This design comes from an exercise in tuning for small area on the open sky130 flow, not from production work. In this exercise RTL edits were held to simulation tests only and were not proved equivalent to the original. Power and IR drop assume default switching activity.

// branch_chkpt_ctrl
module branch_chkpt_ctrl #(
    parameter int NUM_CHKPT = branch_chkpt_ctrl_pkg::NUM_CHKPT,
    parameter int TAG_W     = branch_chkpt_ctrl_pkg::CHKPT_TAG_W
) (
    input  logic                                        clk_i,
    input  logic                                        rst_i,
    input  logic                                        chkpt_we_i,
    input  logic [branch_chkpt_ctrl_pkg::MAP_W-1:0]     chkpt_rat_map_i,
    input  logic [branch_chkpt_ctrl_pkg::PREG_W-1:0]    chkpt_fl_head_i,
    input  logic [branch_chkpt_ctrl_pkg::COUNT_W-1:0]   chkpt_fl_free_count_i,
    output logic [TAG_W-1:0]                            chkpt_tag_o,
    output logic                                        chkpt_avail_o,
    input  logic                                        commit_free_valid_i,
    input  logic [branch_chkpt_ctrl_pkg::PREG_W-1:0]    fl_live_tail_i,
    input  logic                                        resolve_valid_i,
    input  logic [TAG_W-1:0]                            resolve_tag_i,
    input  logic                                        resolve_mispredict_i,
    output logic                                        rat_recover_o,
    output logic [branch_chkpt_ctrl_pkg::MAP_W-1:0]     rat_recover_map_o,
    output logic                                        fl_recover_o,
    output logic [branch_chkpt_ctrl_pkg::PREG_W-1:0]    fl_recover_head_o,
    output logic [branch_chkpt_ctrl_pkg::PREG_W-1:0]    fl_recover_tail_o,
    output logic [branch_chkpt_ctrl_pkg::COUNT_W-1:0]   fl_recover_free_count_o,
    output logic                                        flush_o,
    output logic                                        busy_o
);
==> flow/config.mk <==
export PLATFORM = sky130hd
export DESIGN_NAME = branch_chkpt_ctrl
export DESIGN_NICKNAME = branch_chkpt_ctrl
export VERILOG_FILES = /design/flow/design.v
export SDC_FILE = /design/flow/constraint.sdc
export NUM_CORES = 4
export LEC_CHECK = 0
export ABC_AREA = 1
export CAP_MARGIN = 5
export CORE_MARGIN = 2
export CORE_UTILIZATION = 30
export SLEW_MARGIN = 5
==> flow/constraint.sdc <==
create_clock -name core_clock -period 5.5 [get_ports {clk_i}]
set_input_delay 1.1000 -clock core_clock [delete_from_list [all_inputs] [get_ports {clk_i}]]
set_output_delay 1.1000 -clock core_clock [all_outputs]
set_load 0.01 [all_outputs]
standard.sh (not shown) runs the stock make flow with config.mk's settings and CLKGATE_MAP_FILE= SYNTH_SCRIPT=/design/flow/synth_recipe.tcl, a recipe that flattens the netlist after the stock synthesis.
==> flow/flow/run.sh <==
#!/bin/bash
# Own layout flow: the standard synthesis, then a re-mapping of the datapath's
# combinational logic (registers untouched, see remap.py) and a re-synthesis of the remaining
# control logic (ctlopt.py, checked equivalent by SAT), then the standard layout steps
# with the ports buffered by the smallest buffer and a clock tree of small buffers without
# dummy loads.
set -euo pipefail
W=$(pwd)
R=$W/orfs/results/${FLOW_PLATFORM}/branch_chkpt_ctrl/base
bash standard.sh synth > $W/flow_synth.log 2>&1
cp $R/1_2_yosys.v $W/1_2_yosys.standard.v
python3 $W/flow/remap.py $R/1_2_yosys.v > $W/flow_remap.log 2>&1
python3 $W/flow/ctlopt.py $R/1_2_yosys.v $W/ctlopt > $W/flow_ctlopt.log 2>&1
rm -f $R/1_synth.odb $R/1_synth.sdc
export BUFFER_PORTS_ARGS="-buffer_cell sky130_fd_sc_hd__buf_1"
export CTS_ARGS="-sink_clustering_enable -repair_clock_nets -dont_use_dummy_load -sink_clustering_size 16 -sink_clustering_max_diameter 80 -buf_list {sky130_fd_sc_hd__clkbuf_8}"
bash standard.sh finish > $W/flow_finish.log 2>&1
Other scripts of this flow, unchanged in this note and not shown: flow/flow/ctlopt.py, flow/flow/remap.py
==> next run, changes <==
CAP_MARGIN = 20   (was 5)
SLEW_MARGIN = 20   (was 5)
Result:
- worst setup slack does not change
- synthesized area stays the same
- die area stays the same
- sequential share of layout area is unchanged
- non-clock buffer count does not change
- critical path depth stays the same
- global-route usage is unchanged

* * *

Setup of run 1:
branch_chkpt_ctrl, a different RTL version from the one above (not shown whole).
Size: about 2500 cells after synthesis, about 440 I/O pins, about 29000 um^2 of cells after synthesis.
==> flow/config.mk <==
export PLATFORM = sky130hd
export DESIGN_NAME = branch_chkpt_ctrl
export DESIGN_NICKNAME = branch_chkpt_ctrl
export VERILOG_FILES = /design/flow/design.v
export SDC_FILE = /design/flow/constraint.sdc
export NUM_CORES = 4
export LEC_CHECK = 0
export ABC_AREA = 1
export CAP_MARGIN = 20
export CORE_MARGIN = 2
export CORE_UTILIZATION = 30
export SLEW_MARGIN = 20
==> flow/constraint.sdc <==
create_clock -name core_clock -period 5.5 [get_ports {clk_i}]
set_input_delay 1.1000 -clock core_clock [delete_from_list [all_inputs] [get_ports {clk_i}]]
set_output_delay 1.1000 -clock core_clock [all_outputs]
set_load 0.01 [all_outputs]
==> flow/flow/run.sh <==
#!/bin/bash
# Own layout flow: the standard synthesis, then a re-mapping of the datapath's
# combinational logic (registers untouched, see remap.py), then the standard layout steps
# with the ports buffered by the smallest buffer and a clock tree of small buffers without
# dummy loads.
set -euo pipefail
W=$(pwd)
R=$W/orfs/results/${FLOW_PLATFORM}/branch_chkpt_ctrl/base
bash standard.sh synth > $W/flow_synth.log 2>&1
cp $R/1_2_yosys.v $W/1_2_yosys.standard.v
python3 $W/flow/remap.py $R/1_2_yosys.v > $W/flow_remap.log 2>&1
rm -f $R/1_synth.odb $R/1_synth.sdc
export BUFFER_PORTS_ARGS="-buffer_cell sky130_fd_sc_hd__buf_1"
export CTS_ARGS="-sink_clustering_enable -repair_clock_nets -dont_use_dummy_load -sink_clustering_size 20 -sink_clustering_max_diameter 65 -buf_list {sky130_fd_sc_hd__clkbuf_8}"
bash standard.sh finish > $W/flow_finish.log 2>&1
Other scripts of this flow, unchanged in this note and not shown: flow/flow/remap.py
What run 2 does differently from run 1 at the input level:
diff --git a/flow/flow/run.sh b/flow/flow/run.sh
--- a/flow/flow/run.sh
+++ b/flow/flow/run.sh
@@ -14 +14 @@
-export CTS_ARGS="-sink_clustering_enable -repair_clock_nets -dont_use_dummy_load -sink_clustering_size 20 -sink_clustering_max_diameter 65 -buf_list {sky130_fd_sc_hd__clkbuf_8}"
+export CTS_ARGS="-sink_clustering_enable -repair_clock_nets -dont_use_dummy_load -sink_clustering_size 20 -sink_clustering_max_diameter 50 -buf_list {sky130_fd_sc_hd__clkbuf_4 sky130_fd_sc_hd__clkbuf_8}"
==> run notes <==
Delta (run 2 minus run 1): multi-input logic area roughly the same; maximum net fanout on the critical path roughly the same; wire length reported by the detailed router higher. Measured against each other, run 1 and run 2 differ in design area, the higher figure coming from run 2. Comparing run 1 against run 2, there is no change at all in core footprint. The run showing the greater clock share of power is run 2. Going from run 1 to run 2, relative slew slack saw an increase, power saw an increase, setup slack saw an increase. On run 2: sequential share of layout area is 0.71 points lower than what run 1 gave. The final standard cell count with taps included and fillers excluded of run 2 is higher than that of run 1.
## Diff of input files: run 3 against run 2
diff --git a/flow/flow/run.sh b/flow/flow/run.sh
--- a/flow/flow/run.sh
+++ b/flow/flow/run.sh
@@ -14 +14 @@
-export CTS_ARGS="-sink_clustering_enable -repair_clock_nets -dont_use_dummy_load -sink_clustering_size 20 -sink_clustering_max_diameter 50 -buf_list {sky130_fd_sc_hd__clkbuf_4 sky130_fd_sc_hd__clkbuf_8}"
+export CTS_ARGS="-sink_clustering_enable -repair_clock_nets -dont_use_dummy_load -sink_clustering_size 16 -sink_clustering_max_diameter 80 -buf_list {sky130_fd_sc_hd__clkbuf_8}"
Findings:
Run 3 reached the end of the flow, and the finished layout is clean on the timing, DRC and antenna checks. Wire length down about 0.6% in run 3 wrt run 2. Compared with run 2, run 3 shows a lower total power density per cell area. From run 2 to run 3 the numbers moved as follows: layout filler cell count comparable, final worst slack now smaller, sequential share of layout area now larger.
Changes in run 4 relative to run 3:
diff --git a/flow/flow/run.sh b/flow/flow/run.sh
--- a/flow/flow/run.sh
+++ b/flow/flow/run.sh
@@ -14 +14 @@
-export CTS_ARGS="-sink_clustering_enable -repair_clock_nets -dont_use_dummy_load -sink_clustering_size 16 -sink_clustering_max_diameter 80 -buf_list {sky130_fd_sc_hd__clkbuf_8}"
+export CTS_ARGS="-sink_clustering_enable -repair_clock_nets -dont_use_dummy_load -sink_clustering_size 30 -sink_clustering_max_diameter 80 -buf_list {sky130_fd_sc_hd__clkbuf_8 sky130_fd_sc_hd__clkbuf_16}"
Findings:
Run 4 ends up with higher area growth from synthesis to final layout than run 3 does. Clock latency reported for the late side of the worst-skew pair: run 4 lower than run 3. Compared run 4 vs run 3, and largest voltage drop on the vdd net is up in run 4. Delta (run 4 minus run 3): largest stage delay on the critical path went up, total wirelength of the detailed-routed design went down. Run 4 finished end to end and its layout was clean on timing, DRC and antenna.

-- separate check: timing with driven ports --
How much do the figures lean on ideal ports? The routed layouts below were timed once more, with nothing changed but the port constraints. Step 1 (the two cells are an assumption about what drives the block):
set clk [get_ports {clk_i}]
set_driving_cell -lib_cell sky130_fd_sc_hd__clkbuf_16 $clk
set_driving_cell -lib_cell sky130_fd_sc_hd__buf_2 [delete_from_list [all_inputs] $clk]
Step 2 times the ports against the registers' clock, not the clock port: input delays grow and output delays shrink by t, the midpoint of the rising clock arrivals with the driver on. Three values: ideal ports, drivers, drivers and shift; two values: the first two.
run | t (ns) | slack for setup (ns) | worst slew at a driven data input, ns | cell pins on the clock port's net
the first run of note 1 | 0.778 | 0.217 / 0.157 / 0.383 | 0.10 | 1
the second run of note 1 | 0.778 | 0.217 / 0.157 / 0.383 | 0.10 | 1
run 1 | 0.770 | 0.226 / 0.161 / 0.387 | 0.15 | 1
run 2 | 0.772 | 0.257 / 0.193 / 0.397 | 0.14 | 1
run 3 | 0.793 | 0.249 / 0.184 / 0.396 | 0.14 | 1
run 4 | 0.648 | 0.286 / 0.222 / 0.393 | 0.14 | 1
After both steps every run listed still meets setup and hold.
